What follows belongs to an exercise in optimizing a design on an open flow for small area, a short achievable clock period and few clock cycles per item; a production flow would make more cautious choices. At most, simulation tests tie the RTL to the original design; equivalence was not proved. The RTL of runs 1, 2 and 4 was laid out without a check of its function. Power is estimated from default activity; no workload was simulated.

## design/flow/config.mk

```make
export PLATFORM = sky130hd
export DESIGN_NAME = lru_ordered_history_set
export DESIGN_NICKNAME = lru_ordered_history_set
export VERILOG_FILES = /design/flow/design.v
export SDC_FILE = /design/flow/constraint.sdc
export NUM_CORES = 8
export LEC_CHECK = 0
export CAP_MARGIN = 20
export CORE_MARGIN = 2
export CORE_UTILIZATION = 55
export CTS_BUF_LIST = sky130_fd_sc_hd__clkbuf_16
export CTS_CLUSTER_DIAMETER = 80
export CTS_CLUSTER_SIZE = 25
export SETUP_SLACK_MARGIN = 5
export SLEW_MARGIN = 20
```

## design/flow/constraint.sdc

```tcl
create_clock -name core_clock -period 9.0 [get_ports {clk}]
set_input_delay 1.8000 -clock core_clock [delete_from_list [all_inputs] [get_ports {clk}]]
set_output_delay 1.8000 -clock core_clock [all_outputs]
set_load 0.01 [all_outputs]
```

## design/flow/design.v

```verilog
`timescale 1ns / 1ps
package lohs_pkg;
    localparam int KEY_W       = 64;
    localparam int FP_PORT_W   = 64;
    localparam int SLOT_PORT_W = 4;
    localparam int FILL_PORT_W = 5;
    typedef enum logic [1:0] {
        CMD_LOOKUP_OFFSET = 2'd0,
        CMD_LOOKUP_ADDR   = 2'd1,
        CMD_INSERT        = 2'd2,
        CMD_TOUCH         = 2'd3
    } lohs_cmd_t;
endpackage
`timescale 1ns / 1ps
module lohs_cell #(
    parameter int FOOTPRINT_BITS = 64
) (
    input  logic                          clk,
    input  logic                          wr,
    input  logic [lohs_pkg::KEY_W-1:0]    wr_offset_key,
    input  logic [lohs_pkg::KEY_W-1:0]    wr_address_key,
    input  logic [FOOTPRINT_BITS-1:0]     wr_footprint,
    input  logic [lohs_pkg::KEY_W-1:0]    offset_key,
    input  logic [lohs_pkg::KEY_W-1:0]    address_key,
    output logic                          eq_offset,
    output logic                          eq_address,
    output logic [FOOTPRINT_BITS-1:0]     cell_footprint
);
    logic [lohs_pkg::KEY_W-1:0] okey_reg;
    logic [lohs_pkg::KEY_W-1:0] akey_reg;
    logic [FOOTPRINT_BITS-1:0]  fp_reg;
    always_ff @(posedge clk)
    begin
        if (wr)
        begin
            okey_reg <= wr_offset_key;
            akey_reg <= wr_address_key;
            fp_reg   <= wr_footprint;
        end
    end
    assign eq_offset      = (okey_reg == offset_key);
    assign eq_address     = (akey_reg == address_key);
    assign cell_footprint = fp_reg;
endmodule
`timescale 1ns / 1ps
module lohs_ctrl #(
    parameter int ENTRIES        = 16,
    parameter int FOOTPRINT_BITS = 64,
    parameter int SLOT_W         = 4,
    parameter int COUNT_W        = 5
) (
    input  logic                                         clk,
    input  logic                                         rst_n,
    input  logic                                         in_valid,
    output logic                                         in_stall,
    input  lohs_pkg::lohs_cmd_t                          cmd,
    input  logic [lohs_pkg::KEY_W-1:0]                   offset_key,
    input  logic [lohs_pkg::KEY_W-1:0]                   address_key,
    input  logic [FOOTPRINT_BITS-1:0]                    entry_footprint,
    input  logic [ENTRIES-1:0]                           cell_eq_o,
    input  logic [ENTRIES-1:0]                           cell_eq_a,
    input  logic [ENTRIES-1:0][FOOTPRINT_BITS-1:0]       cell_footprint,
    output logic [ENTRIES-1:0]                           cell_wr,
    output logic [lohs_pkg::KEY_W-1:0]                   wr_offset_key,
    output logic [lohs_pkg::KEY_W-1:0]                   wr_address_key,
    output logic [FOOTPRINT_BITS-1:0]                    wr_footprint,
    output logic                                         out_valid,
    input  logic                                         out_stall,
    output logic                                         hit,
    output logic [lohs_pkg::SLOT_PORT_W-1:0]             slot,
    output logic [lohs_pkg::FP_PORT_W-1:0]               found_footprint,
    output logic [lohs_pkg::FILL_PORT_W-1:0]             fill_count
);
    localparam int RES_W = 1 + SLOT_W + FOOTPRINT_BITS + COUNT_W;
    logic [COUNT_W-1:0]            count_reg;
    logic [COUNT_W-1:0]            count_next;
    logic [ENTRIES-1:0]            valid;
    logic                          full;
    logic [ENTRIES-1:0][ENTRIES-1:0] rec_reg;
    logic [ENTRIES-1:0][ENTRIES-1:0] newer;
    logic                          b_valid;
    logic                          b_new;       
    lohs_pkg::lohs_cmd_t           b_cmd;
    logic [ENTRIES-1:0]            b_match;
    logic [SLOT_W-1:0]             b_slot;
    logic [lohs_pkg::KEY_W-1:0]    b_okey;
    logic [lohs_pkg::KEY_W-1:0]    b_akey;
    logic [FOOTPRINT_BITS-1:0]     b_fp;
    logic                          o_valid;
    logic [RES_W-1:0]              o_res;
    logic                          s_valid;
    logic [RES_W-1:0]              s_res;
    logic                          stall_reg;
    logic                          accept;
    logic                          fwd_match;
    logic [ENTRIES-1:0]            match_next;
    logic                          b_insert;
    logic                          b_touch;
    logic                          do_insert;
    logic [ENTRIES-1:0]            free_slot;
    logic [ENTRIES-1:0]            lru;
    logic [ENTRIES-1:0]            victim;
    logic [SLOT_W-1:0]             victim_num;
    logic [ENTRIES-1:0]            promote;
    logic [ENTRIES-1:0]            sel_look;
    logic [ENTRIES-1:0]            sel_touch;
    logic [ENTRIES-1:0]            sel;
    logic                          res_hit;
    logic [SLOT_W-1:0]             res_slot;
    logic [FOOTPRINT_BITS-1:0]     res_fp;
    logic [RES_W-1:0]              res;
    logic                          out_free;
    logic                          fire;
    logic                          o_valid_next;
    logic                          s_valid_next;
    logic                          b_valid_next;
    always_comb
    begin
        for (int s = 0; s < ENTRIES; s++)
        begin
            valid[s]     = (COUNT_W'(s) < count_reg);
            free_slot[s] = (COUNT_W'(s) == count_reg);
        end
        for (int i = 0; i < ENTRIES; i++)
        begin
            for (int j = 0; j < ENTRIES; j++)
            begin
                if (i < j)
                    newer[i][j] = rec_reg[i][j];
                else if (i > j)
                    newer[i][j] = !rec_reg[j][i];
                else
                    newer[i][j] = 1'b0;
            end
        end
    end
    assign full = count_reg[COUNT_W-1];
    assign b_insert  = (b_cmd == lohs_pkg::CMD_INSERT);
    assign b_touch   = (b_cmd == lohs_pkg::CMD_TOUCH);
    assign do_insert = b_new && b_insert;
    always_comb
    begin
        for (int s = 0; s < ENTRIES; s++)
        begin
            lru[s] = 1'b1;
            for (int t = 0; t < ENTRIES; t++)
            begin
                if (t != s)
                    lru[s] = lru[s] && newer[t][s];
            end
        end
        victim     = full ? lru : free_slot;
        victim_num = '0;
        for (int s = 0; s < ENTRIES; s++)
        begin
            if (victim[s])
                victim_num = victim_num | SLOT_W'(s);
        end
        cell_wr    = do_insert ? victim : '0;
        count_next = (do_insert && !full) ? count_reg + COUNT_W'(1) : count_reg;
    end
    assign wr_offset_key  = b_okey;
    assign wr_address_key = b_akey;
    assign wr_footprint   = b_fp;
    always_comb
    begin
        for (int s = 0; s < ENTRIES; s++)
        begin
            sel_look[s] = b_match[s];
            for (int t = 0; t < ENTRIES; t++)
            begin
                if (t != s)
                    sel_look[s] = sel_look[s] && (!b_match[t] || newer[s][t]);
            end
            sel_touch[s] = b_match[s];
            for (int t = 0; t < s; t++)
            begin
                sel_touch[s] = sel_touch[s] && !b_match[t];
            end
        end
        if (b_insert)
            sel = '0;
        else if (b_touch)
            sel = sel_touch;
        else
            sel = sel_look;
        res_hit  = !b_insert && (|b_match);
        res_slot = b_insert ? (b_new ? victim_num : b_slot) : '0;
        res_fp   = '0;
        for (int s = 0; s < ENTRIES; s++)
        begin
            if (sel[s])
                res_slot = res_slot | SLOT_W'(s);
            res_fp = res_fp | (cell_footprint[s] & {FOOTPRINT_BITS{sel[s]}});
        end
        promote = cell_wr | ((b_new && b_touch) ? sel_touch : '0);
    end
    assign res = {res_hit, res_slot, res_fp, count_next};
    always_ff @(posedge clk or negedge rst_n)
    begin
        if (!rst_n)
        begin
            count_reg <= '0;
        end
        else
        begin
            count_reg <= count_next;
        end
    end
    for (genvar i = 0; i < ENTRIES; i++)
    begin : g_rec_row
        for (genvar j = i + 1; j < ENTRIES; j++)
        begin : g_rec_col
            always_ff @(posedge clk)
            begin
                if (promote[i])
                    rec_reg[i][j] <= 1'b1;
                else if (promote[j])
                    rec_reg[i][j] <= 1'b0;
            end
        end
    end
    assign accept = in_valid && !stall_reg;
    assign fwd_match = (cmd == lohs_pkg::CMD_LOOKUP_OFFSET) ? (b_okey == offset_key)
                                                            : (b_akey == address_key);
    always_comb
    begin
        for (int s = 0; s < ENTRIES; s++)
        begin
            if (cell_wr[s])
                match_next[s] = fwd_match;
            else
                match_next[s] = valid[s] &&
                    ((cmd == lohs_pkg::CMD_LOOKUP_OFFSET) ? cell_eq_o[s] : cell_eq_a[s]);
        end
    end
    assign out_free     = !o_valid || !out_stall;
    assign fire         = b_valid && (out_free || !s_valid);
    assign o_valid_next = out_free ? (s_valid || b_valid) : 1'b1;
    assign s_valid_next = out_free ? (s_valid && b_valid) : (s_valid || b_valid);
    assign b_valid_next = accept || (b_valid && !fire);
    always_ff @(posedge clk or negedge rst_n)
    begin
        if (!rst_n)
        begin
            b_valid   <= 1'b0;
            b_new     <= 1'b0;
            o_valid   <= 1'b0;
            s_valid   <= 1'b0;
            stall_reg <= 1'b0;
        end
        else
        begin
            b_valid   <= b_valid_next;
            b_new     <= accept;
            o_valid   <= o_valid_next;
            s_valid   <= s_valid_next;
            stall_reg <= b_valid_next && o_valid_next && s_valid_next;
        end
    end
    always_ff @(posedge clk)
    begin
        b_okey <= offset_key;
        b_akey <= address_key;
        b_fp   <= entry_footprint;
    end
    always_ff @(posedge clk)
    begin
        if (accept)
        begin
            b_cmd   <= cmd;
            b_match <= match_next;
        end
        if (b_new)
        begin
            b_slot <= victim_num;
        end
        if (out_free && (s_valid || b_valid))
        begin
            o_res <= s_valid ? s_res : res;
        end
        if (b_valid && (s_valid ? out_free : !out_free))
        begin
            s_res <= res;
        end
    end
    assign in_stall = stall_reg;
    assign out_valid = o_valid;
    assign {hit, slot, found_footprint, fill_count} = o_res;
endmodule
`timescale 1ns / 1ps
module lru_ordered_history_set #(
    parameter int ENTRIES        = 16,
    parameter int FOOTPRINT_BITS = 64
) (
    input  logic                                 clk,
    input  logic                                 rst_n,
    input  logic                                 in_valid,
    output logic                                 in_stall,
    input  logic [1:0]                           cmd,
    input  logic [lohs_pkg::KEY_W-1:0]           offset_key,
    input  logic [lohs_pkg::KEY_W-1:0]           address_key,
    input  logic [lohs_pkg::FP_PORT_W-1:0]       entry_footprint,
    output logic                                 out_valid,
    input  logic                                 out_stall,
    output logic                                 hit,
    output logic [lohs_pkg::SLOT_PORT_W-1:0]     slot,
    output logic [lohs_pkg::FP_PORT_W-1:0]       found_footprint,
    output logic [lohs_pkg::FILL_PORT_W-1:0]     fill_count
);
    localparam int SLOT_W  = (ENTRIES > 1) ? $clog2(ENTRIES) : 1;
    localparam int COUNT_W = $clog2(ENTRIES + 1);
    logic [ENTRIES-1:0]                      cell_wr;
    logic [ENTRIES-1:0]                      cell_eq_o;
    logic [ENTRIES-1:0]                      cell_eq_a;
    logic [ENTRIES-1:0][FOOTPRINT_BITS-1:0]  cell_fp;
    logic [lohs_pkg::KEY_W-1:0]              wr_okey;
    logic [lohs_pkg::KEY_W-1:0]              wr_akey;
    logic [FOOTPRINT_BITS-1:0]               wr_fp;
    lohs_ctrl #(
        .ENTRIES        (ENTRIES),
        .FOOTPRINT_BITS (FOOTPRINT_BITS),
        .SLOT_W         (SLOT_W),
        .COUNT_W        (COUNT_W)
    ) u_ctrl (
        .clk              (clk),
        .rst_n            (rst_n),
        .in_valid         (in_valid),
        .in_stall         (in_stall),
        .cmd              (lohs_pkg::lohs_cmd_t'(cmd)),
        .offset_key       (offset_key),
        .address_key      (address_key),
        .entry_footprint  (entry_footprint[FOOTPRINT_BITS-1:0]),
        .cell_eq_o        (cell_eq_o),
        .cell_eq_a        (cell_eq_a),
        .cell_footprint   (cell_fp),
        .cell_wr          (cell_wr),
        .wr_offset_key    (wr_okey),
        .wr_address_key   (wr_akey),
        .wr_footprint     (wr_fp),
        .out_valid        (out_valid),
        .out_stall        (out_stall),
        .hit              (hit),
        .slot             (slot),
        .found_footprint  (found_footprint),
        .fill_count       (fill_count)
    );
    for (genvar c = 0; c < ENTRIES; c++)
    begin : g_cell
        lohs_cell #(
            .FOOTPRINT_BITS (FOOTPRINT_BITS)
        ) u_cell (
            .clk            (clk),
            .wr             (cell_wr[c]),
            .wr_offset_key  (wr_okey),
            .wr_address_key (wr_akey),
            .wr_footprint   (wr_fp),
            .offset_key     (offset_key),
            .address_key    (address_key),
            .eq_offset      (cell_eq_o[c]),
            .eq_address     (cell_eq_a[c]),
            .cell_footprint (cell_fp[c])
        );
    end
endmodule
```

## design/flow/run.sh

```bash
#!/bin/bash
# synth_recipe.tcl (not shown) runs the flow's synth.tcl, then flattens the netlist and writes it again
# the make line also repeats each setting of config.mk as NAME=value (left out here)
make -C /OpenROAD-flow-scripts/flow DESIGN_CONFIG=/design/flow/config.mk WORK_HOME=/design/flow/orfs CLKGATE_MAP_FILE= SYNTH_SCRIPT=/design/flow/synth_recipe.tcl finish
```

==> impl_results.md, run 1 <==
- Largest net degree at the start of global routing: 130
- Number of max-cap violations: 0
- Layout area overhead: 11.5%
- Placed cell area: 151000 sq um
- IO buf count: 273
- Pwr Total: roughly 34000 uW
- Flops & latches, synth: 3564
- CTS tree: built
- Fmax: around 230 MHz
- Synth async-reset ratio: 0.00281
- I/O pin count: 274
- Post-synth EDFFs: between 3000 and 4000
- Fin cells: 13000
- # rows: approximately 190
- Vias: roughly 90000
- Max Clock Skew: about 0.064 ns
- Leak: 0.0500 uW
- GRT Resource Usage Total: 0.395
- Die ar.: 262000 sq um
- Unrepaired setup endpoints after global routing: yes
- CP endpoint kind: flip-flop
- Sequential Area: 104000 sq um
- GPL Wtd Cong: 0.956
- Crit path kind: input port to flip-flop
- Fin. max-slew vios: 0
- Vias in the first global route: 80900
- Initial Utilization: 0.552
- Drt first-iter violations: 16300
- Final net count: 9624
- Slowest Stage Delay on Critical Path: 0.76 ns
- Htree depth: 4
- CTS hold repair buffers: 0
- Status: finished clean
- Synth area leaders: edfxtp_1, xnor2_1, dfxtp_1
- CP startpoint kind: input port
- Clock latency on the worst-skew pair: between 0.9 and 1 ns
- Max-Slew Margin vs Limit: 0.198
- Gr ovfl total: 0
- Clock Tree Root: clkbuf_16
- Filler cells: 19100
- Mapped cell area: between 100000 and 150000 sq um
- Multi-input gate area: 37100 sq um
- Most frequent cell on the critical path: nand4_1
- Tmin final: 4.26 ns
- Clock tree buffer depth: 3
- Yosys warning count: 2
- # setup viols final: 0
- Post-synth top flop: edfxtp_1
- Synth unique cells: between 70 and 80
- First-pass GRT wire length: 703000 um
- Slew @ Worst Pin: ~1.2 ns
- CTS sink count: 3564
- Synth Instances: ~9000
- Initial antenna violation count: 48
- CP max FO: 6
- Post-synth top area share: 0.686
- Syn nets: 9170
- Residual DRC: 0
- Final Cycle Share: 0.473
- Sw power: 9250 uW
- Critical Path, Cell by Cell: clkdlybuf4s50_1 > buf_12 > buf_4 > xnor2_1 > nand4_1 > nor4_2 > nand4_1 > nor2_1 > o22ai_1 > mux2i_1
- Min Hold Slack: 0.442 ns
- Die Wd: 512 um
- Clock transition at the registers of the reported paths: 0.10 ns
- Comb pwr share: 0.133
- Mapped Avg Cell Area: 15.8 sq um
- Wire per inst: around 40 um
- Sequential-to-total area share from yosys stat: 0.732
- Largest area contributor in the netlist: edfxtp_1
- Final Hold Viols: 0
- Clk pwr share: 0.274
- Die Y: 512 um
- HPWL after DPL: 307000 um
- Crit path required time: 9.72 ns
- Worst path slowest cell: nor4_2
- Pint: 24400 uW
- Sequential Power Share: 0.593
- VDD IR max: approximately 0.00022 V
- TritonRoute pass-1 iters: 6
- Detail Route Antenna Nets: 0
- Routed WL: 527000 um
- HP Class: flip-flop to flip-flop
- Core box area: approximately 260000 sq um
- PD cells: 213 nW/um^2
- Final instance area: 158000 sq um
- Inst Count DP: 12600
- Num CTS Buffers: ~170
- Layout cell share with drive strength beyond 1: 0.107
- Via/cell ratio: 6.83
- Switching Fraction: 0.275
- CP Data Arrival Time: 4.98 ns
- TNS Setup: 0 ns
final cells by class:
| type | instances | area share |
|---|---|---|
| Sequential cell | 3564 | 0.657 |
| Multi-Input combinational cell | 4842 | 0.235 |
| Antenna cell | 15 | 0.000238 |
| Inverter | 86 | 0.00223 |
| Clock buffer | 179 | 0.0283 |
| Timing Repair Buffer | 755 | 0.0443 |
| Clock inverter | 143 | 0.00596 |
| Tap cell | 3384 | 0.0268 |
layer usage:
metal  GRT usage  share of wire  wire length (um)
met5           0       0.000089                47
met4       0.145          0.045             23900
met3      0.0835           0.13             68900
met2       0.594           0.44            233000
met1       0.571           0.38            201000
logic make-up (layout without fill, tap and decap cells):
| group | after synthesis | in the layout | share of synthesized area |
|---|---|---|---|
| AND/OR/NAND/NOR | 1699 | 1700 | 0.0680 |
| multiplexers | 21 | 21 | 0.00154 |
| adder cells (fa/ha/maj) | 5 | 5 | 0.000424 |
| AO/OA/AOI/OAI | 1010 | 1012 | 0.0516 |
| buffers and inverters | 565 | 1163 | 0.0163 |
| other | 0 | 15 | 0 |
| flip-flops | 3564 | 3564 | 0.732 |
| XOR/XNOR | 2104 | 2104 | 0.130 |
what timing repair did:
item / 4_1_cts / 5_1_grt
setup buffers: 22 / 47
gates cloned: 3 / 4
resized for setup: 230 / 95
pin swaps: 23 / 32
setup endpoints to repair: 604 / 411
Yosys cell counts (45+ instances only):
cell type and count:
and3_1 58, a222oi_1 45, edfxtp_1 3238, a22o_1 99, nor4_1 296, inv_1 86
and4_1 50, dfxtp_1 316, xor2_1 653, nand3_1 48, buf_2 67, nand2b_1 83
nand2_1 360, nand4_1 520, o21ai_0 269, a31oi_1 68, xnor2_1 1451, clkbuf_1 376
nor2_1 122, a22oi_1 199
layout by cell type (no fill, tap or decap), drive strengths merged, types with 14 or more instances in the layout:
cell type | Yosys | final
a2111oi | 25 | 25
and3 | 58 | 58
nor3 | 38 | 38
xnor2 | 1451 | 1451
o21ai | 271 | 271
clkinvlp | 0 | 18
nor2b | 29 | 29
nand3 | 48 | 48
nand2 | 360 | 360
a211oi | 32 | 32
o22ai | 32 | 32
clkdlybuf4s50 | 0 | 224
inv | 86 | 185
xor2 | 653 | 653
diode | 0 | 15
buf | 103 | 499
o21a | 22 | 22
nor2 | 122 | 122
nand4 | 521 | 521
a22o | 99 | 100
and2 | 21 | 21
nand2b | 83 | 83
and4 | 50 | 50
dfxtp | 316 | 316
a222oi | 45 | 45
mux2i | 14 | 14
edfxtp | 3238 | 3238
a221o | 40 | 40
a31oi | 68 | 68
nor4 | 303 | 303
a22oi | 199 | 199
a221oi | 40 | 40
clkinv | 0 | 23
o2111ai | 36 | 36
clkbuf | 376 | 191
or2 | 16 | 17
a21o | 31 | 31
clkdlybuf4s15 | 0 | 14
worst max-delay path, delay by kind of cell:
kind	cells	cell delay [ns]
and+or+nand+nor	4	1.61
buffers and inverters	3	0.79
xor gates and xnor gates	1	0.51
muxes	1	0.15
AOI/OAI and AO/OA	1	0.11
power groups by stage:
stage	Clock, uW	Combinational (uW)	Sequential (uW)
final	9230	4460	20000
after global placement	0	4200	20300
after CTS	9260	4320	19900
after floorplan	0	2190	20000
after global routing	9780	4630	20000
after detailed placement	0	4240	20300
final timing paths:
| check | startpoint | endpoint | slack, ns | cells after the start |
|---|---|---|---|---|
| max in group asynchronous | rst_n | u_ctrl.count_reg[0] | 7.09 | 1 |
| hold reg to reg | u_ctrl.b_akey[24] | g_cell[3].u_cell.akey_reg[24] | 0.44 | 0 |
| setup reg to reg | u_ctrl.rec_reg[93] | u_ctrl.b_match[5] | 4.93 | 7 |
| min in group asynchronous | rst_n | u_ctrl.o_valid | 1.36 | 1 |
| hold / removal | u_ctrl.b_akey[24] | g_cell[3].u_cell.akey_reg[24] | 0.44 | 0 |
| setup / recovery | offset_key[26] | u_ctrl.b_match[14] | 4.74 | 10 |
through the flow:
step                 util  setup WS, ns
global route        0.616          4.89
CTS                 0.612          4.80
detailed placement  0.586          3.07
global placement    0.586          2.67
floorplan               -          3.91
finish              0.616          4.74
==> run 2: changes to the inputs <==
--- a/design/flow/design.v
+++ b/design/flow/design.v
@@ -81,6 +81,3 @@
     logic                          b_valid;
-    logic                          b_new;       
     lohs_pkg::lohs_cmd_t           b_cmd;
-    logic [ENTRIES-1:0]            b_match;
-    logic [SLOT_W-1:0]             b_slot;
     logic [lohs_pkg::KEY_W-1:0]    b_okey;
@@ -88,2 +85,12 @@
     logic [FOOTPRINT_BITS-1:0]     b_fp;
+    logic [ENTRIES-1:0]            b_eq_o;
+    logic [ENTRIES-1:0]            b_eq_a;
+    logic [ENTRIES-1:0]            b_wrote;     
+    logic                          b_fwd_o;     
+    logic                          b_fwd_a;
+    logic                          c_valid;
+    logic [ENTRIES-1:0]            c_sel;
+    logic                          c_hit;
+    logic [SLOT_W-1:0]             c_slot;
+    logic [COUNT_W-1:0]            c_fill;
     logic                          o_valid;
@@ -94,7 +101,13 @@
     logic                          accept;
-    logic                          fwd_match;
-    logic [ENTRIES-1:0]            match_next;
+    logic                          out_free;
+    logic                          fire_c;
+    logic                          c_free;
+    logic                          fire_b;
+    logic                          b_valid_next;
+    logic                          c_valid_next;
+    logic                          o_valid_next;
+    logic                          s_valid_next;
     logic                          b_insert;
     logic                          b_touch;
-    logic                          do_insert;
+    logic [ENTRIES-1:0]            match;
     logic [ENTRIES-1:0]            free_slot;
@@ -107,11 +120,5 @@
     logic [ENTRIES-1:0]            sel;
-    logic                          res_hit;
-    logic [SLOT_W-1:0]             res_slot;
+    logic [SLOT_W-1:0]             sel_num;
     logic [FOOTPRINT_BITS-1:0]     res_fp;
     logic [RES_W-1:0]              res;
-    logic                          out_free;
-    logic                          fire;
-    logic                          o_valid_next;
-    logic                          s_valid_next;
-    logic                          b_valid_next;
     always_comb
@@ -137,29 +144,47 @@
     assign full = count_reg[COUNT_W-1];
-    assign b_insert  = (b_cmd == lohs_pkg::CMD_INSERT);
-    assign b_touch   = (b_cmd == lohs_pkg::CMD_TOUCH);
-    assign do_insert = b_new && b_insert;
-    always_comb
+    assign out_free     = !o_valid || !out_stall;
+    assign fire_c       = c_valid && (out_free || !s_valid);
+    assign c_free       = !c_valid || !s_valid;
+    assign fire_b       = b_valid && c_free;
+    assign accept       = in_valid && !stall_reg;
+    assign b_valid_next = accept || (b_valid && !fire_b);
+    assign c_valid_next = fire_b || (c_valid && !fire_c);
+    assign o_valid_next = out_free ? (s_valid || c_valid) : 1'b1;
+    assign s_valid_next = out_free ? (s_valid && c_valid) : (s_valid || c_valid);
+    always_ff @(posedge clk or negedge rst_n)
     begin
-        for (int s = 0; s < ENTRIES; s++)
+        if (!rst_n)
         begin
-            lru[s] = 1'b1;
-            for (int t = 0; t < ENTRIES; t++)
-            begin
-                if (t != s)
-                    lru[s] = lru[s] && newer[t][s];
-            end
+            b_valid   <= 1'b0;
+            c_valid   <= 1'b0;
+            o_valid   <= 1'b0;
+            s_valid   <= 1'b0;
+            stall_reg <= 1'b0;
         end
-        victim     = full ? lru : free_slot;
-        victim_num = '0;
-        for (int s = 0; s < ENTRIES; s++)
+        else
         begin
-            if (victim[s])
-                victim_num = victim_num | SLOT_W'(s);
+            b_valid   <= b_valid_next;
+            c_valid   <= c_valid_next;
+            o_valid   <= o_valid_next;
+            s_valid   <= s_valid_next;
+            stall_reg <= b_valid_next && c_valid_next && s_valid_next;
         end
-        cell_wr    = do_insert ? victim : '0;
-        count_next = (do_insert && !full) ? count_reg + COUNT_W'(1) : count_reg;
     end
-    assign wr_offset_key  = b_okey;
-    assign wr_address_key = b_akey;
-    assign wr_footprint   = b_fp;
+    always_ff @(posedge clk)
+    begin
+        if (accept)
+        begin
+            b_cmd   <= cmd;
+            b_okey  <= offset_key;
+            b_akey  <= address_key;
+            b_fp    <= entry_footprint;
+            b_eq_o  <= cell_eq_o;
+            b_eq_a  <= cell_eq_a;
+            b_wrote <= cell_wr;
+            b_fwd_o <= (b_okey == offset_key);
+            b_fwd_a <= (b_akey == address_key);
+        end
+    end
+    assign b_insert = (b_cmd == lohs_pkg::CMD_INSERT);
+    assign b_touch  = (b_cmd == lohs_pkg::CMD_TOUCH);
     always_comb
@@ -168,3 +193,10 @@
         begin
-            sel_look[s] = b_match[s];
+            if (b_cmd == lohs_pkg::CMD_LOOKUP_OFFSET)
+                match[s] = b_wrote[s] ? b_fwd_o : (valid[s] && b_eq_o[s]);
+            else
+                match[s] = b_wrote[s] ? b_fwd_a : (valid[s] && b_eq_a[s]);
+        end
+        for (int s = 0; s < ENTRIES; s++)
+        begin
+            sel_look[s] = match[s];
             for (int t = 0; t < ENTRIES; t++)
@@ -172,8 +204,8 @@
                 if (t != s)
-                    sel_look[s] = sel_look[s] && (!b_match[t] || newer[s][t]);
+                    sel_look[s] = sel_look[s] && (!match[t] || newer[s][t]);
             end
-            sel_touch[s] = b_match[s];
+            sel_touch[s] = match[s];
             for (int t = 0; t < s; t++)
             begin
-                sel_touch[s] = sel_touch[s] && !b_match[t];
+                sel_touch[s] = sel_touch[s] && !match[t];
             end
@@ -186,5 +218,3 @@
             sel = sel_look;
-        res_hit  = !b_insert && (|b_match);
-        res_slot = b_insert ? (b_new ? victim_num : b_slot) : '0;
-        res_fp   = '0;
+        sel_num = '0;
         for (int s = 0; s < ENTRIES; s++)
@@ -192,8 +222,27 @@
             if (sel[s])
-                res_slot = res_slot | SLOT_W'(s);
-            res_fp = res_fp | (cell_footprint[s] & {FOOTPRINT_BITS{sel[s]}});
+                sel_num = sel_num | SLOT_W'(s);
         end
-        promote = cell_wr | ((b_new && b_touch) ? sel_touch : '0);
+        promote = (b_valid && b_touch) ? sel_touch : '0;
+        for (int s = 0; s < ENTRIES; s++)
+        begin
+            lru[s] = 1'b1;
+            for (int t = 0; t < ENTRIES; t++)
+            begin
+                if (t != s)
+                    lru[s] = lru[s] && newer[t][s];
+            end
+        end
+        victim     = full ? lru : free_slot;
+        victim_num = '0;
+        for (int s = 0; s < ENTRIES; s++)
+        begin
+            if (victim[s])
+                victim_num = victim_num | SLOT_W'(s);
+        end
+        cell_wr    = (fire_b && b_insert) ? victim : '0;
+        count_next = (fire_b && b_insert && !full) ? count_reg + COUNT_W'(1) : count_reg;
     end
-    assign res = {res_hit, res_slot, res_fp, count_next};
+    assign wr_offset_key  = b_okey;
+    assign wr_address_key = b_akey;
+    assign wr_footprint   = b_fp;
     always_ff @(posedge clk or negedge rst_n)
@@ -215,5 +264,5 @@
             begin
-                if (promote[i])
+                if (promote[i] || cell_wr[i])
                     rec_reg[i][j] <= 1'b1;
-                else if (promote[j])
+                else if (promote[j] || cell_wr[j])
                     rec_reg[i][j] <= 1'b0;
@@ -222,58 +271,24 @@
     end
-    assign accept = in_valid && !stall_reg;
-    assign fwd_match = (cmd == lohs_pkg::CMD_LOOKUP_OFFSET) ? (b_okey == offset_key)
-                                                            : (b_akey == address_key);
-    always_comb
+    always_ff @(posedge clk)
     begin
-        for (int s = 0; s < ENTRIES; s++)
+        if (c_free)
         begin
-            if (cell_wr[s])
-                match_next[s] = fwd_match;
-            else
-                match_next[s] = valid[s] &&
-                    ((cmd == lohs_pkg::CMD_LOOKUP_OFFSET) ? cell_eq_o[s] : cell_eq_a[s]);
+            c_sel  <= sel;
+            c_hit  <= !b_insert && (|match);
+            c_slot <= b_insert ? victim_num : sel_num;
+            c_fill <= count_next;
         end
     end
-    assign out_free     = !o_valid || !out_stall;
-    assign fire         = b_valid && (out_free || !s_valid);
-    assign o_valid_next = out_free ? (s_valid || b_valid) : 1'b1;
-    assign s_valid_next = out_free ? (s_valid && b_valid) : (s_valid || b_valid);
-    assign b_valid_next = accept || (b_valid && !fire);
-    always_ff @(posedge clk or negedge rst_n)
+    always_comb
     begin
-        if (!rst_n)
+        res_fp = '0;
+        for (int s = 0; s < ENTRIES; s++)
         begin
-            b_valid   <= 1'b0;
-            b_new     <= 1'b0;
-            o_valid   <= 1'b0;
-            s_valid   <= 1'b0;
-            stall_reg <= 1'b0;
+            res_fp = res_fp | (cell_footprint[s] & {FOOTPRINT_BITS{c_sel[s]}});
         end
-        else
-        begin
-            b_valid   <= b_valid_next;
-            b_new     <= accept;
-            o_valid   <= o_valid_next;
-            s_valid   <= s_valid_next;
-            stall_reg <= b_valid_next && o_valid_next && s_valid_next;
-        end
-    end
-    always_ff @(posedge clk)
-    begin
-        b_okey <= offset_key;
-        b_akey <= address_key;
-        b_fp   <= entry_footprint;
     end
+    assign res = {c_hit, c_slot, res_fp, c_fill};
     always_ff @(posedge clk)
     begin
-        if (accept)
-        begin
-            b_cmd   <= cmd;
-            b_match <= match_next;
-        end
-        if (b_new)
-        begin
-            b_slot <= victim_num;
-        end
-        if (out_free && (s_valid || b_valid))
+        if (out_free && (s_valid || c_valid))
         begin
@@ -281,3 +296,3 @@
         end
-        if (b_valid && (s_valid ? out_free : !out_free))
+        if (c_valid && (s_valid ? out_free : !out_free))
         begin
==> design/flow/flow/run.sh (new file) <==
#!/bin/bash
set -euo pipefail
MARGIN=$(cat flow/margin.txt)
bash standard.sh SETUP_SLACK_MARGIN=$MARGIN finish > make_finish.log 2>&1
==> design/flow/flow/margin.txt (new file) <==
5.7
==> design/flow/standard.sh (new file) <==
#!/bin/bash
# synth_recipe.tcl (not shown) runs the flow's synth.tcl, then flattens the netlist and writes it again
# the make line also repeats each setting of config.mk as NAME=value (left out here)
make -C /OpenROAD-flow-scripts/flow DESIGN_CONFIG=/design/flow/config.mk WORK_HOME=/design/flow/orfs CLKGATE_MAP_FILE= SYNTH_SCRIPT=/design/flow/synth_recipe.tcl "${@:-finish}"
removed: design/flow/run.sh
==> impl_results.md, run 2 <==
- Synth async-reset ratio: 0.00276 (-0.0000434)
- Min Hold Slack: 0.462 ns (+0.0200 ns)
- Max Clock Skew: 0.0409 ns (-0.0236 ns)
- Gr ovfl total: 0 (unchanged)
- VDD IR max: 0.000239 V (+8.0%)
- HPWL after DPL: 295000 um (-4.1%)
- Critical Path, Cell by Cell: nor4b_1 > nand4_1 > nor2_1 > a31oi_1 > nor2_4 > buf_6 > buf_12
- GRT Resource Usage Total: 0.375 (-0.0205)
- # setup viols final: 0 (unchanged)
- Residual DRC: 0 (unchanged)
- Initial antenna violation count: 36 (-25%)
- CTS hold repair buffers: 0 (unchanged)
- Crit path required time: 9.54 ns (-0.18 ns)
- Sw power: 12300 uW (+33%)
- Comb pwr share: 0.210 (+0.077)
- Clock tree buffer depth: 3 (unchanged)
- Largest net degree at the start of global routing: 112 (-14%)
- Max-Slew Margin vs Limit: 0.221 (+0.0238)
- Most instantiated library cell after synthesis: edfxtp_1
- CP startpoint kind: flip-flop
- Layout area overhead: 14.3%
- Crit path kind: flip-flop to flip-flop
- HP Class: flip-flop to flip-flop
- GPL Wtd Cong: 0.980 (+2.6%)
- CP endpoint kind: flip-flop
- Sequential-to-total area share from yosys stat: 0.747 (+0.0150)
- Core box area: 260000 sq um (+1.2%)
- Slew @ Worst Pin: 1.17 ns (-0.0357 ns)
- Vias: 85500 (-3.5%)
- Routed WL: 506000 um (-4.0%)
- # rows: 187 (+0.54%)
- Number of max-cap violations: 0 (unchanged)
- CTS sink count: 3620 (+1.6%)
- Clk pwr share: 0.236 (-0.038)
- CP max FO: 67 (+61)
- Die Wd: 515 um (+0.70%)
- Synth area leaders: edfxtp_1, xor2_1, nor4_1
- PD cells: 238 nW/um^2 (+12%)
- Initial Utilization: 0.554 (+0.00137)
- Most frequent cells in the layout: edfxtp_1, xor2_1, buf_4, nor4_1
- Htree depth: 4 (unchanged)
- Detail Route Antenna Nets: 0 (unchanged)
- Final Hold Viols: 0 (unchanged)
- Synth unique cells: 88 (+14%)
- Layout cell share with drive strength beyond 1: 0.162 (+0.0551)
- Yosys warning count: 2 (unchanged)
- Die ar.: 266000 sq um (+1.4%)
- Leak: 0.0550 uW (+10%)
- Status: finished clean
- Wire per inst: 39.7 um (-2.3%)
- IO buf count: 273 (unchanged)
- Clock transition at the registers of the reported paths: 0.09 ns (about the same)
- Sequential Power Share: 0.554 (-0.039)
- Post-synth EDFFs: 3490 (+7.8%)
- Flops & latches, synth: 3620 (+1.6%)
- Core Util, Final: 0.633 (+0.0171)
- Pint: 26800 uW (+9.9%)
- Syn nets: 8675 (-5.4%)
- Buffers & Inverters on Critical Path: 2 (-1)
- Slowest Stage Delay on Critical Path: 0.53 ns (-0.23 ns)
- Cell family with most CP delay: simple AND/OR/NAND/NOR gates
- Largest area contributor in the netlist: edfxtp_1
- Final Cycle Share: 0.385 (-0.0882)
- Post-synth top flop: edfxtp_1
- Tmin final: 3.47 ns (-0.794 ns)
- Via/cell ratio: 6.71 (-1.8%)
- CP Data Arrival Time: 4.01 ns (-0.97 ns)
- Synth Instances: 8473 (-5.5%)
- Clock Tree Root: clkbuf_16
- Vias in the first global route: 79900 (-1.3%)
- Mapped Avg Cell Area: 17.0 sq um (+7.4%)
- Worst path slowest cell: dfxtp_1
- Clock latency on the worst-skew pair: 0.91 ns (about the same)
- Commonest cells post-synth: edfxtp_1, xor2_1, nor4_1
- Fin. max-slew vios: 0 (unchanged)
- CTS tree: built
- Commonest non-fill, non-tap cell in the layout: edfxtp_1
- TritonRoute pass-1 iters: 6 (unchanged)
- Die Y: 515 um (+0.70%)
- Switching Fraction: 0.314 (+0.0390)
- Post-synth top area share: 0.729 (+0.0430)
- Unrepaired setup endpoints after global routing: yes
- Fmax: 289 MHz (+23%)
- I/O pin count: 274 (unchanged)
- Num CTS Buffers: 175 (+1.2%)
- Drt first-iter violations: 13700 (-16%)
- Mapped cell area: 144000 sq um (+1.4%)
- First-pass GRT wire length: 677000 um (-3.7%)
- TNS Setup: 0 ns (unchanged)
- Final net count: 9462 (-1.7%)
## run 2: cell count changes after synthesis, sizes merged, moves of 232 or more
cell / delta
nand4: -278
xor2: +1524
edfxtp: +252
nor4: +316
a221oi: +237
xnor2: -1449
o21ai: -232
## run 2: power groups by stage
stage               sequential (uW)  combinational, uW  clock [uW]
finish                        21700               8210        9210
global placement              21900               7520           0
global route                  21700               8470        9770
floorplan                     21500               3790           0
CTS                           21600               7810        9260
detailed placement            22000               7540           0
## run 2: path summary, 6_finish.rpt
path	start	slack [ns]	depth (start not counted)	endpoint
setup reg to reg	u_ctrl.rec_reg[55]	5.53	7	g_cell[3].u_cell.akey_reg[40]
setup / recovery	u_ctrl.rec_reg[55]	5.53	7	g_cell[3].u_cell.akey_reg[40]
min in group asynchronous	rst_n	1.24	1	u_ctrl.s_valid
hold reg to reg	u_ctrl.c_fill[0]	0.46	0	u_ctrl.s_res[0]
hold / removal	u_ctrl.c_fill[0]	0.46	0	u_ctrl.s_res[0]
max in group asynchronous	rst_n	7.39	1	u_ctrl.count_reg[2]
## run 2: cell families (layout without fill, tap and decap cells)
kind of cell	after synthesis	count (layout)	share of synthesized area
mux	77	77	0.00602
flops	3620	3620	0.747
buf+inv	482	1340	0.0130
other cells	0	7	0
fa+ha+maj	5	5	0.000418
compound gates	853	853	0.0499
simple gates	1257	1261	0.0507
xor+xnor	2179	2179	0.133
## run 2: routing by layer
layer,vias to the layer above,global-route usage,part of all wire
met2,5646,0.581,0.46
met5,-,0,0.00011
met4,8,0.139,0.045
met1,44700,0.531,0.39
li1,34100,-,-
met3,986,0.0708,0.11
## run 2: through the flow
step | cell area (sq um) | setup slack (ns) | instances | total power [uW]
after floorplan | 144000 | 3.05 | 8473 | 25300
after global placement | 152000 | 3.18 | 12100 | 29500
after detailed placement | 152000 | 4.09 | 12100 | 29500
after CTS | 161000 | 5.52 | 12500 | 38700
after global routing | 164000 | 5.53 | 12700 | 40000
final | 164000 | 5.53 | 12700 | 39100
## run 2: cell type report
class | instances | area [sq um]
Antenna cell | 7 | 17.5
Clock buffer | 177 | 4430
Clock inverter | 75 | 773
Fill cell | 18700 | 95400
Inverter | 42 | 160
Multi-Input combinational cell | 4375 | 36600
Sequential cell | 3620 | 107000
Tap cell | 3402 | 4260
Timing Repair Buffer | 1046 | 10600
## run 2: repair_timing
| item | CTS | global route |
|---|---|---|
| setup buffers | 178 | 186 |
| gates resized for setup | 767 | 274 |
| pin swaps | 76 | 114 |
| setup endpoints to repair | 3450 | 704 |
| cloned | 7 | 9 |
==> run 3: changes to the inputs <==
--- a/design/flow/design.v
+++ b/design/flow/design.v
@@ -146,3 +146,3 @@
     assign fire_c       = c_valid && (out_free || !s_valid);
-    assign c_free       = !c_valid || !s_valid;
+    assign c_free       = !c_valid || fire_c;
     assign fire_b       = b_valid && c_free;
==> impl_results.md, run 3 <==
- Clock latency on the worst-skew pair: 0.90 ns (about the same)
- Routed WL: 483000 um (-4.5%)
- IO buf count: 273 (unchanged)
- TNS Setup: 0 ns (unchanged)
- Initial Utilization: 0.553 (about the same)
- Most frequent cells in the layout: edfxtp_1, xor2_1, buf_4, nor4_1, a221oi_1
- GPL Wtd Cong: 1.02 (+4.3%)
- # rows: 187 (unchanged)
- Residual DRC: 0 (unchanged)
- Layout cell share with drive strength beyond 1: 0.163 (+0.000907)
- PD cells: 231 nW/um^2 (-2.9%)
- Worst slack at placement: 3.40 ns (-0.698 ns)
- Vias: 84100 (-1.6%)
- Fmax: 287 MHz (-0.69%)
- Flops & latches, synth: 3620 (unchanged)
- Core box area: 260000 sq um (unchanged)
- Initial antenna violation count: 35 (-2.8%)
- Synth Instances: 8457 (-0.19%)
- Crit path kind: flip-flop to output port
- HPWL after DPL: 276000 um (-6.4%)
- Final net count: 9432 (-0.32%)
- Sequential Area: 107000 sq um (about the same)
- Synth area leaders: edfxtp_1, xor2_1, nor4_1
- Most instantiated library cell after synthesis: edfxtp_1
- Sequential Power Share: 0.561 (+0.007)
- Largest area contributor in the netlist: edfxtp_1
- Mapped Avg Cell Area: 17.0 sq um (+0.14%)
- Yosys warning count: 2 (unchanged)
- HP Class: flip-flop to flip-flop
- Post-synth top area share: 0.729 (about the same)
- Fin cells: 12700 (-0.039%)
- Slowest Stage Delay on Critical Path: 0.60 ns (+0.07 ns)
- Clk pwr share: 0.247 (+0.011)
- Fin. max-slew vios: 0 (unchanged)
- CP startpoint kind: flip-flop
- Max-Slew Margin vs Limit: 0.203 (-0.0183)
- CP Data Arrival Time: 1.69 ns (-2.32 ns)
- Wire per inst: 37.9 um (-4.5%)
- Slew @ Worst Pin: 1.18 ns (+0.0165 ns)
- Largest net degree at the start of global routing: 106 (-5.4%)
- Synth async-reset ratio: 0.00276 (unchanged)
- Switching Fraction: 0.302 (-0.0115)
- Die Y: 515 um (about the same)
- Commonest non-fill, non-tap cell in the layout: edfxtp_1
- Layout area overhead: 15.3%
- TritonRoute pass-1 iters: 6 (unchanged)
- Cell family with most CP delay: flip-flops
- Filler cells: 18400 (-1.6%)
- Max Clock Skew: 0.0813 ns (+0.0404 ns)
- Multi-input gate area: 36600 sq um (about the same)
- Worst path slowest cell: edfxtp_1
- Post-synth top flop: edfxtp_1
- CTS hold repair buffers: 0 (unchanged)
- Clock Tree Root: clkbuf_16
- Core Util, Final: 0.638 (+0.00525)
- Final setup margin: 5.51 ns (-0.0240 ns)
- Clock transition at the registers of the reported paths: 0.09 ns (about the same)
- VDD IR max: 0.000241 V (+1.1%)
- Clock tree buffer depth: 3 (unchanged)
- Syn nets: 8659 (-0.18%)
- Die ar.: 265000 sq um (about the same)
- I/O pin count: 274 (unchanged)
- Final Hold Viols: 0 (unchanged)
- Status: finished clean
- Htree depth: 4 (unchanged)
- Crit path required time: 7.20 ns (-2.34 ns)
- Tmin final: 3.49 ns (+0.0240 ns)
- Detail Route Antenna Nets: 0 (unchanged)
- Sequential-to-total area share from yosys stat: 0.748 (about the same)
- Unrepaired setup endpoints after global routing: yes
- Via/cell ratio: 6.60 (-1.6%)
- Final Cycle Share: 0.388 (+0.00267)
- Synth unique cells: 90 (+2.3%)
- CP endpoint kind: output port
- Buffers & Inverters on Critical Path: 1 (-1)
- Number of max-cap violations: 0 (unchanged)
- Sw power: 11600 uW (-5.7%)
- Vias in the first global route: 78200 (-2.0%)
- Post-synth EDFFs: 3490 (unchanged)
- Gr ovfl total: 0 (unchanged)
- CTS sink count: 3620 (unchanged)
- CP max FO: 1 (-99%)
- Mapped cell area: 144000 sq um (about the same)
- GRT Resource Usage Total: 0.360 (-0.0152)
- Drt first-iter violations: 12400 (-9.2%)
- Leak: 0.0555 uW (+0.91%)
- Comb pwr share: 0.192 (-0.018)
- Pint: 26700 uW (-0.47%)
- Inst Count DP: 12000 (-0.47%)
- Critical Path, Cell by Cell: buf_6
- Die Wd: 515 um (about the same)
- First-pass GRT wire length: 653000 um (-3.5%)
- CTS tree: built
- # setup viols final: 0 (unchanged)
- Commonest cells post-synth: edfxtp_1, xor2_1, nor4_1
- Num CTS Buffers: 177 (+1.1%)
run 3: changes by cell type after synthesis, moves of 10 or more:
| cell | change |
|---|---|
| a21o_1 | +20 |
| a21oi_1 | +16 |
| o21ai_0 | +14 |
| a21bo_2 | +10 |
| a21oi_2 | -10 |
| o2bb2ai_1 | -10 |
| nand2_1 | -54 |
run 3: layout make-up:
type,count,share of cell area
diodes,11,0.000166
clock buffers,180,0.0272
clock inverters,95,0.00617
inverters,33,0.000763
multi-input cells,4369,0.221
flip-flops and latches,3620,0.648
well taps,3402,0.0257
repair buffers,1029,0.0704
run 3: logic make-up (layout without fill, tap and decap cells):
family | after synthesis | after routing | share of synthesized area
flops | 3620 | 3620 | 0.748
simple gates | 1212 | 1214 | 0.0494
xor+xnor | 2179 | 2179 | 0.133
buf+inv | 470 | 1337 | 0.0127
fa+ha+maj | 5 | 5 | 0.000418
mux | 75 | 75 | 0.00588
compound gates | 896 | 896 | 0.0513
other cells | 0 | 11 | 0
run 3: final timing paths:
check,end,slack [ns],from,cells past startpoint
max in group asynchronous,u_ctrl.count_reg[4],6.90,rst_n,1
worst max-delay path,found_footprint[12],5.51,u_ctrl.o_res[17],1
min in group asynchronous,u_ctrl.o_valid,1.45,rst_n,1
worst min register to register,g_cell[15].u_cell.akey_reg[10],0.46,u_ctrl.b_akey[10],0
worst min-delay path,g_cell[15].u_cell.akey_reg[10],0.46,u_ctrl.b_akey[10],0
worst max register to register,u_ctrl.c_slot[3],5.60,u_ctrl.b_cmd[1],12
run 3: power by group through the flow:
| stage | Clock (uW) | Combinational, uW | Sequential, uW |
|---|---|---|---|
| floorplan | 0 | 3400 | 21300 |
| global placement | 0 | 6580 | 21800 |
| detailed placement | 0 | 6590 | 21800 |
| CTS | 9510 | 6900 | 21400 |
| global route | 10100 | 7610 | 21500 |
| finish | 9430 | 7350 | 21500 |
run 3: metrics by stage:
step / area [sq um] / power, uW / hold WS [ns]
after floorplan: 144000 / 24700 / 0.422
after global placement: 152000 / 28300 / 0.431
after detailed placement: 152000 / 28400 / 0.433
after CTS: 163000 / 37800 / 0.455
after global routing: 166000 / 39200 / 0.469
final: 166000 / 38200 / 0.455
run 3: timing repair:
item | CTS | global route
gates cloned | 55 | 6
setup endpoints to repair | 3540 | 626
gates resized for setup | 816 | 273
setup buffers | 184 | 160
pin swaps | 86 | 105
run 3: metal layers:
metal  vias to the layer above  part of all wire  routed length (um)  GRT usage
li1                      34100                 -                   -          -
met1                     44200              0.40              194000      0.523
met2                      4887              0.45              219000      0.548
met3                       786              0.10               48300     0.0620
met4                        10             0.045               21600      0.133
met5                         -           0.00012                  57          0
Testbench counts of run 3, summed over its fixed seeds: cycles 32,024, items 32,000.
==> run 4: changes to the inputs <==
--- a/design/flow/design.v
+++ b/design/flow/design.v
@@ -146,3 +146,3 @@
     assign fire_c       = c_valid && (out_free || !s_valid);
-    assign c_free       = !c_valid || fire_c;
+    assign c_free       = !c_valid || !s_valid;
     assign fire_b       = b_valid && c_free;
==> design/flow/flow/run.sh (replaced) <==
#!/bin/bash
set -euo pipefail
MARGIN=$(cat flow/margin.txt)
bash standard.sh SETUP_SLACK_MARGIN=$MARGIN "BUFFER_PORTS_ARGS=-buffer_cell sky130_fd_sc_hd__buf_4" finish > make_finish.log 2>&1
==> impl_results.md, run 4 <==
- TNS Setup: 0 ns (unchanged)
- Post-Synth XOR/XNOR Area: 0.133 (about the same)
- Initial antenna violation count: 38 (+8.6%)
- CP endpoint kind: output port
- Crit path depth: 1 (unchanged)
- Largest area contributor in the netlist: edfxtp_1
- CP startpoint kind: flip-flop
- HP Class: flip-flop to flip-flop
- Inst Count DP: 12000 (-0.55%)
- CTS tree: built
- Commonest non-fill, non-tap cell in the layout: edfxtp_1
- Die Y: 515 um (about the same)
- Synth Instances: 8473 (+0.19%)
- Proportion of synthesized area in mux cells: 0.00602 (+0.000145)
- CP max FO: 1 (unchanged)
- Crit path kind: flip-flop to output port
- Slew @ Worst Pin: 1.16 ns (-0.0220 ns)
- Crit path required time: 7.20 ns (about the same)
- Detail Route Antenna Nets: 0 (unchanged)
- First-pass GRT wire length: 648000 um (-0.84%)
- Worst path slowest cell: edfxtp_1
- Syn nets: 8675 (+0.18%)
- Die Wd: 515 um (about the same)
- Hold Crit Depth: 0 (unchanged)
- Post-Synth Simple-Gate Area: 0.0507 (+0.00122)
- Final Cycle Share: 0.382 (-0.00608)
- Fmax: 291 MHz (+1.6%)
- Die ar.: 266000 sq um (about the same)
- Critical Path, Cell by Cell: buf_6
- Final Hold Viols: 0 (unchanged)
- Buffers & Inverters on Critical Path: 1 (unchanged)
- Yosys warning count: 2 (unchanged)
- Post-synthesis compound-gate area fraction: 0.0499 (-0.00135)
- Most instantiated library cell after synthesis: edfxtp_1
- Leak: 0.0525 uW (-5.4%)
- Status: finished clean
- Residual DRC: 0 (unchanged)
- Hold wc startpoint: u_ctrl.c_fill[2]
- Synth area leaders: edfxtp_1, xor2_1, nor4_1
- Crit. Startpoint: u_ctrl.o_res[10]
- Min Hold Slack: 0.459 ns (+0.00436 ns)
- Synth async-reset ratio: 0.00276 (unchanged)
- Cell depth of the worst flop-to-flop path: 9 (-3)
- CP Data Arrival Time: 1.63 ns (-0.06 ns)
- Synth unique cells: 88 (-2.2%)
- # setup viols final: 0 (unchanged)
- Gr ovfl total: 0 (unchanged)
- Clock tree buffer depth: 3 (unchanged)
- Number of max-cap violations: 0 (unchanged)
- HPWL after DPL: 283000 um (+2.6%)
- Commonest cells post-synth: edfxtp_1, xor2_1, nor4_1
- R2R setup slack: 5.61 ns (about the same)
- Placed cell area: 151000 sq um (-0.69%)
- Num CTS Buffers: 179 (+1.1%)
- GRT Resource Usage Total: 0.357 (-0.00262)
- Initial Utilization: 0.554 (about the same)
- Post-synth top flop: edfxtp_1
- Hold EP: u_ctrl.s_res[2]
- Via/cell ratio: 6.67 (+1.1%)
- Fin cells: 12300 (-3.3%)
- I/O pin count: 274 (unchanged)
- Flops & latches, synth: 3620 (unchanged)
- Mapped cell area: 144000 sq um (about the same)
- Clock transition at the registers of the reported paths: 0.09 ns (about the same)
- Fin. max-slew vios: 0 (unchanged)
- # rows: 187 (unchanged)
- Largest net degree at the start of global routing: 103 (-2.8%)
- Vias in the first global route: 76200 (-2.6%)
- Final net count: 9020 (-4.4%)
- Post-synth top area share: 0.729 (about the same)
- Unrepaired setup endpoints after global routing: yes
- Post-synthesis adder-cell area fraction: 0.000418 (about the same)
- Most frequent cells in the layout: edfxtp_1, xor2_1, nor4_1, buf_4, a221oi_1
- Core box area: 260000 sq um (unchanged)
- Clock Tree Root: clkbuf_16
- Post-synth EDFFs: 3490 (unchanged)
- Final instance area: 159000 sq um (-4.3%)
- Cell family with most CP delay: flip-flops
- Main combinational cell family by area after synthesis: XOR/XNOR gates
- TritonRoute pass-1 iters: 7 (+1)
- Routed WL: 479000 um (-0.91%)
- PD cells: 245 nW/um^2 (+6.1%)
- Max-Slew Margin vs Limit: 0.218 (+0.0148)
- Drt first-iter violations: 12000 (-3.7%)
- Tmin final: 3.43 ns (-0.0548 ns)
- Worst r2r src: u_ctrl.b_cmd[0]
- Layout area overhead: 10.3%
- Vias: 82100 (-2.3%)
- VDD IR max: 0.000241 V (-0.31%)
- Max Clock Skew: 0.0589 ns (-0.0223 ns)
- GPL Wtd Cong: 0.954 (-6.7%)
- Wire per inst: 38.9 um (+2.5%)
- IO buf count: 273 (unchanged)
- CTS sink count: 3620 (unchanged)
- Sequential-to-total area share from yosys stat: 0.747 (about the same)
- Layout cell share with drive strength beyond 1: 0.125 (-0.0373)
- Slowest Stage Delay on Critical Path: 0.55 ns (-0.05 ns)
- Mapped Avg Cell Area: 17.0 sq um (-0.14%)
- Filler cells: 19000 (+3.6%)
- Reg2reg end: u_ctrl.c_slot[1]
- Htree depth: 4 (unchanged)
- Clock latency on the worst-skew pair: 0.91 ns (about the same)
[run 4: worst reg2reg max path: cells and delay by family (launching register included)]
kind,cells,cell delay (ns)
AND/OR/NAND/NOR,5,1.37
buffers and inverters,1,0.21
flip-flops,1,0.38
AO/OA/AOI/OAI,3,1.21
[run 4: repair_timing]
action | CTS | global route
endpoints found under the setup margin | 3242 | 1139
pin swaps | 24 | 15
buffers inserted | 37 | 6
hold endpoints to repair | 0 | 0
hold buffers | 0 | 0
resized for setup | 195 | 56
cloned | 12 | 2
[run 4: area by class of cell]
cell class	count	area, sq um	share of cell area
Timing Repair Buffer	601	5540	0.0349
Clock inverter	83	1180	0.00746
Clock buffer	179	4480	0.0282
Inverter	42	161	0.00102
Antenna cell	15	37.5	0.000237
Multi-Input combinational cell	4374	35500	0.224
Sequential cell	3620	107000	0.677
Tap cell	3402	4260	0.0268
[run 4: cells by family after synthesis]
family / Yosys count
AO/OA/AOI/OAI: 853
buffers and inverters: 482
AND/OR/NAND/NOR: 1257
XOR/XNOR: 2179
adder cells (fa/ha/maj): 5
flip-flops: 3620
multiplexers: 77
[run 4: per-stage QoR]
| stage | total power [uW] | worst slack, ns | util |
|---|---|---|---|
| 2_1_floorplan | 25300 | 3.05 | - |
| 3_3_place_gp | 29100 | 3.21 | 0.581 |
| 3_5_place_dp | 29200 | 4.12 | 0.581 |
| 4_1_cts | 38700 | 5.49 | 0.609 |
| 5_1_grt | 39800 | 5.52 | 0.611 |
| 6_report | 38800 | 5.57 | 0.611 |
[run 4: metal layers]
metal | part of all wire | GRT usage | vias up
met3 | 0.10 | 0.0568 | 681
met1 | 0.40 | 0.524 | 43300
met5 | 0.00019 | 0 | -
li1 | - | - | 33200
met2 | 0.46 | 0.557 | 4909
met4 | 0.032 | 0.101 | 14
[run 4: worst max-delay path by stage]
| stage | slack [ns] | to |
|---|---|---|
| final | 5.57 | found_footprint[5] |
| after global routing | 5.52 | found_footprint[5] |
| after CTS | 5.49 | found_footprint[5] |
| after detailed placement | 4.12 | u_ctrl.b_eq_a[5] |
| after global placement | 3.21 | u_ctrl.b_fwd_a |
| after floorplan | 3.05 | u_ctrl.stall_reg |
[run 4: where the power goes]
part | internal (uW) | switching [uW] | total [uW] | leakage [uW]
Combinational | 2490 | 5140 | 7630 | 0.0170
Sequential | 20300 | 1350 | 21600 | 0.0328
Clock | 4080 | 5520 | 9600 | 0.00278
Total | 26800 | 12000 | 38800 | 0.0525
==> run 5: changes to the inputs <==
--- a/design/flow/design.v
+++ b/design/flow/design.v
@@ -93,3 +93,3 @@
     logic                          c_hit;
-    logic [SLOT_W-1:0]             c_slot;
+    logic [SLOT_W-1:0]             c_slot;      
     logic [COUNT_W-1:0]            c_fill;
@@ -120,3 +120,3 @@
     logic [ENTRIES-1:0]            sel;
-    logic [SLOT_W-1:0]             sel_num;
+    logic [SLOT_W-1:0]             res_slot;
     logic [FOOTPRINT_BITS-1:0]     res_fp;
@@ -218,8 +218,2 @@
             sel = sel_look;
-        sel_num = '0;
-        for (int s = 0; s < ENTRIES; s++)
-        begin
-            if (sel[s])
-                sel_num = sel_num | SLOT_W'(s);
-        end
         promote = (b_valid && b_touch) ? sel_touch : '0;
@@ -277,3 +271,3 @@
             c_hit  <= !b_insert && (|match);
-            c_slot <= b_insert ? victim_num : sel_num;
+            c_slot <= b_insert ? victim_num : '0;
             c_fill <= count_next;
@@ -283,5 +277,8 @@
     begin
-        res_fp = '0;
+        res_slot = c_slot;
+        res_fp   = '0;
         for (int s = 0; s < ENTRIES; s++)
         begin
+            if (c_sel[s])
+                res_slot = res_slot | SLOT_W'(s);
             res_fp = res_fp | (cell_footprint[s] & {FOOTPRINT_BITS{c_sel[s]}});
@@ -289,3 +286,3 @@
     end
-    assign res = {c_hit, c_slot, res_fp, c_fill};
+    assign res = {c_hit, res_slot, res_fp, c_fill};
     always_ff @(posedge clk)
--- a/design/flow/config.mk
+++ b/design/flow/config.mk
@@ -11,4 +11,4 @@
 export CTS_BUF_LIST = sky130_fd_sc_hd__clkbuf_16
-export CTS_CLUSTER_DIAMETER = 80
-export CTS_CLUSTER_SIZE = 25
+export CTS_CLUSTER_DIAMETER = 90
+export CTS_CLUSTER_SIZE = 30
 export SETUP_SLACK_MARGIN = 5
==> impl_results.md, run 5 <==
- Status: failed layout checks
- Failed Checks: max-slew violations
- Htree depth: 4 (unchanged)
- Cell family with most CP delay: simple AND/OR/NAND/NOR gates
- CP max FO: 10 (+9)
- Final setup margin: 5.56 ns (-0.00798 ns)
- Wire per inst: 43.0 um (+10%)
- Mapped cell area: 143000 sq um (-0.38%)
- Final Cycle Share: 0.383 (+0.000887)
- Largest net degree at the start of global routing: 108 (+4.9%)
- Crit path depth: 6 (+5)
- Clock Tree Root: clkbuf_16
- Leak: 0.0518 uW (-1.3%)
- CTS tree: built
- Commonest non-fill, non-tap cell in the layout: edfxtp_1
- PD cells: 242 nW/um^2 (-1.3%)
- Most instantiated library cell after synthesis: edfxtp_1
- Layout cell share with drive strength beyond 1: 0.121 (-0.00478)
- Post-synth top flop: edfxtp_1
- Sequential-to-total area share from yosys stat: 0.750 (+0.00282)
- Yosys warning count: 2 (unchanged)
- Slowest Stage Delay on Critical Path: 0.67 ns (+0.12 ns)
- Synth area leaders: edfxtp_1, xor2_1, nor4_1
- Die ar.: 265000 sq um (-0.37%)
- Synth async-reset ratio: 0.00276 (unchanged)
- Post-synth top area share: 0.732 (+0.00275)
- Final Hold Viols: 0 (unchanged)
- Clock tree buffer depth: 3 (unchanged)
- Crit path kind: input port to flip-flop
- Post-synth EDFFs: 3490 (unchanged)
- Via/cell ratio: 6.95 (+4.2%)
- Slew @ Worst Pin: 1.50 ns (+0.342 ns)
- Placed cell area: 151000 sq um (-0.22%)
- Core box area: 259000 sq um (-0.18%)
- Gr ovfl total: 0 (unchanged)
- Layout area overhead: 9.56%
- # rows: 187 (unchanged)
- First-pass GRT wire length: 693000 um (+7.1%)
- VDD IR max: 0.000328 V (+36%)
- GPL Wtd Cong: 0.945 (-0.99%)
- CP Data Arrival Time: 4.12 ns (+2.49 ns)
- Min Hold Slack: 0.465 ns (+0.00585 ns)
- TNS Setup: 0 ns (unchanged)
- Syn nets: 8525 (-1.7%)
- Clock latency on the worst-skew pair: 0.88 ns (-0.03 ns)
- Unrepaired setup endpoints after global routing: yes
- Fin cells: 12200 (-1.2%)
- Final net count: 8874 (-1.6%)
- Flops & latches, synth: 3620 (unchanged)
- Drt first-iter violations: 15600 (+30%)
- Critical Path, Cell by Cell: buf_4 > buf_4 > xor2_1 > nor4_1 > nand4_1 > nor4_1
- Vias: 84500 (+2.9%)
- Detail Route Antenna Nets: 0 (unchanged)
- Fmax: 290 MHz (-0.23%)
- Synth Instances: 8323 (-1.8%)
- Inst Count DP: 11900 (-0.95%)
- Max Clock Skew: 0.0701 ns (+0.0112 ns)
- IO buf count: 273 (unchanged)
- GRT Resource Usage Total: 0.391 (+0.0338)
- CTS hold repair buffers: 0 (unchanged)
- TritonRoute pass-1 iters: 8 (+1)
- Most frequent cells in the layout: edfxtp_1, xor2_1, nor4_1, buf_4, a221oi_1
- Initial antenna violation count: 61 (+61%)
- Vias in the first global route: 77500 (+1.6%)
- Mapped Avg Cell Area: 17.2 sq um (+1.4%)
- Worst path slowest cell: nor4_1
- Filler cells: 19200 (+0.93%)
- Initial Utilization: 0.553 (-0.00109)
- Largest area contributor in the netlist: edfxtp_1
- Fin. max-slew vios: 7 (+7)
- CTS sink count: 3620 (unchanged)
- Num CTS Buffers: 149 (-17%)
- Crit path required time: 9.68 ns (+2.48 ns)
- CP endpoint kind: flip-flop
- Final instance area: 157000 sq um (-1.1%)
- Tmin final: 3.44 ns (+0.00798 ns)
- Buffers & Inverters on Critical Path: 2 (+1)
- Routed WL: 523000 um (+9.1%)
- Max-Slew Margin vs Limit: -0.00271 (-0.221)
- Die Y: 514 um (-0.19%)
- Residual DRC: 0 (unchanged)
- I/O pin count: 274 (unchanged)
- Number of max-cap violations: 0 (unchanged)
- Cell depth of the worst flop-to-flop path: 6 (-3)
- Die Wd: 514 um (-0.19%)
- HPWL after DPL: 299000 um (+5.7%)
- Synth unique cells: 90 (+2.3%)
- HP Class: flip-flop to flip-flop
- Worst slack at placement: 4.11 ns (-0.00517 ns)
- Hold Crit Depth: 0 (unchanged)
- Clock transition at the registers of the reported paths: 0.12 ns (+0.03 ns)
- CP startpoint kind: input port
- Commonest cells post-synth: edfxtp_1, xor2_1, nor4_1
- # setup viols final: 0 (unchanged)
==> run 5: cell count changes after synthesis, moves of 9 or more <==
cell | previous run | this run
and2_1 | 14 | 5
a22oi_1 | 27 | 15
a21oi_2 | 12 | 1
nand3_1 | 11 | 22
a21bo_2 | 0 | 10
nand2_1 | 207 | 61
o2bb2ai_1 | 15 | 4
nor2_1 | 77 | 54
a21o_1 | 37 | 90
inv_1 | 41 | 50
o22ai_1 | 30 | 49
==> run 5: where the power goes <==
group / leakage [uW] / internal, uW / switching (uW)
Sequential: 0.0328 / 20300 / 1210
Combinational: 0.0168 / 2410 / 5390
Clock: 0.00229 / 3370 / 5280
==> run 5: worst register-to-register path: stages, from the launching register on <==
cell	delay [ns]
dfxtp_1	0.59
nand4_1	0.34
nor4_1	0.61
a31oi_1	0.27
or2_2	0.52
clkinvlp_4	0.22
buf_16	0.36
==> run 5: logic make-up after synthesis <==
kind of cell / synth area share
AO/OA/AOI/OAI: 0.0515
buffers and inverters: 0.0132
multiplexers: 0.00628
flip-flops: 0.750
AND/OR/NAND/NOR: 0.0454
XOR/XNOR: 0.133
adder cells (fa/ha/maj): 0.000419
==> run 5: metal layers <==
layer,up-vias,wire (um),GRT usage,part of all wire
met2,6276,234000,0.593,0.45
met5,-,103,0,0.00020
li1,32700,-,-,-
met3,882,65400,0.0811,0.13
met1,44600,203000,0.569,0.39
met4,18,20100,0.125,0.038
==> run 5: area by class of cell <==
type | instances | area, sq um | share of cell area
repair inverters | 1 | 7.51 | 0.0000478
well taps | 3402 | 4260 | 0.0271
clock inverters | 68 | 836 | 0.00532
diodes | 25 | 62.6 | 0.000399
multi-input cells | 4227 | 34800 | 0.221
inverters | 50 | 205 | 0.00131
repair buffers | 623 | 5650 | 0.0360
flip-flops and latches | 3620 | 107000 | 0.685
clock buffers | 149 | 3730 | 0.0238
==> run 5: worst paths after layout <==
kind / start / to / slack [ns]
worst min register to register: u_ctrl.b_okey[9] / g_cell[10].u_cell.okey_reg[9] / 0.47
worst min-delay path: u_ctrl.b_okey[9] / g_cell[10].u_cell.okey_reg[9] / 0.47
max in group asynchronous: rst_n / u_ctrl.s_valid / 8.07
worst max register to register: u_ctrl.rec_reg[47] / g_cell[15].u_cell.fp_reg[12] / 5.57
min in group asynchronous: rst_n / u_ctrl.c_valid / 0.76
worst max-delay path: address_key[37] / u_ctrl.b_eq_a[15] / 5.56
==> run 5: repair_timing <==
action	CTS	global route
buffers inserted	32	15
hold endpoints to repair	0	0
pin swaps	26	15
gates resized for setup	149	76
cloned	8	0
setup endpoints to repair	3110	769
==> run 5: per-stage QoR <==
stage                     total power (uW)  utilization
after floorplan                      25200            -
after global placement               29200        0.581
after detailed placement             29300        0.581
after CTS                            37700        0.603
after global routing                 38700        0.605
final                                37900        0.605
Testbench counts of run 5, summed over its fixed seeds: cycles 32,024, items 32,000.

what the ideal ports hide:
In the flow no input, the clock included, has a driving cell. The finished layouts below were timed again as built, in two steps. Step 1 sets driving cells, clkbuf_16 on the clock port and buf_2 on the other inputs (assumed; they add their load-dependent delay and slew). Step 2 also shifts input and output timing later by t, the mid clock arrival at the registers, as if the neighbouring blocks saw the same clock. Three values: no drivers, after step 1, after step 2; two values: the first two.
run | t, ns | slack for setup (ns) | hold WS [ns] | slew at the worst register clock pin (ns) | cell pins on the clock port's net
run 1 | 0.998 | 4.741 / 4.823 / 3.825 | 0.442 / 0.442 / 0.442 | 0.11 / 0.11 | 1
run 2 | 0.987 | 5.535 / 5.480 / 4.681 | 0.462 / 0.462 / 0.462 | 0.10 / 0.10 | 1
run 3 | 0.950 | 5.511 / 5.413 / 4.626 | 0.455 / 0.455 / 0.455 | 0.10 / 0.10 | 1
run 4 | 0.974 | 5.565 / 5.467 / 4.666 | 0.459 / 0.459 / 0.459 | 0.11 / 0.11 | 1
run 5 | 0.958 | 5.557 / 5.470 / 4.605 | 0.465 / 0.465 / 0.465 | 0.12 / 0.12 | 1
The setup slack of run 5, which loses most, moves by -0.087 ns with the drivers and by -0.952 ns with both steps.
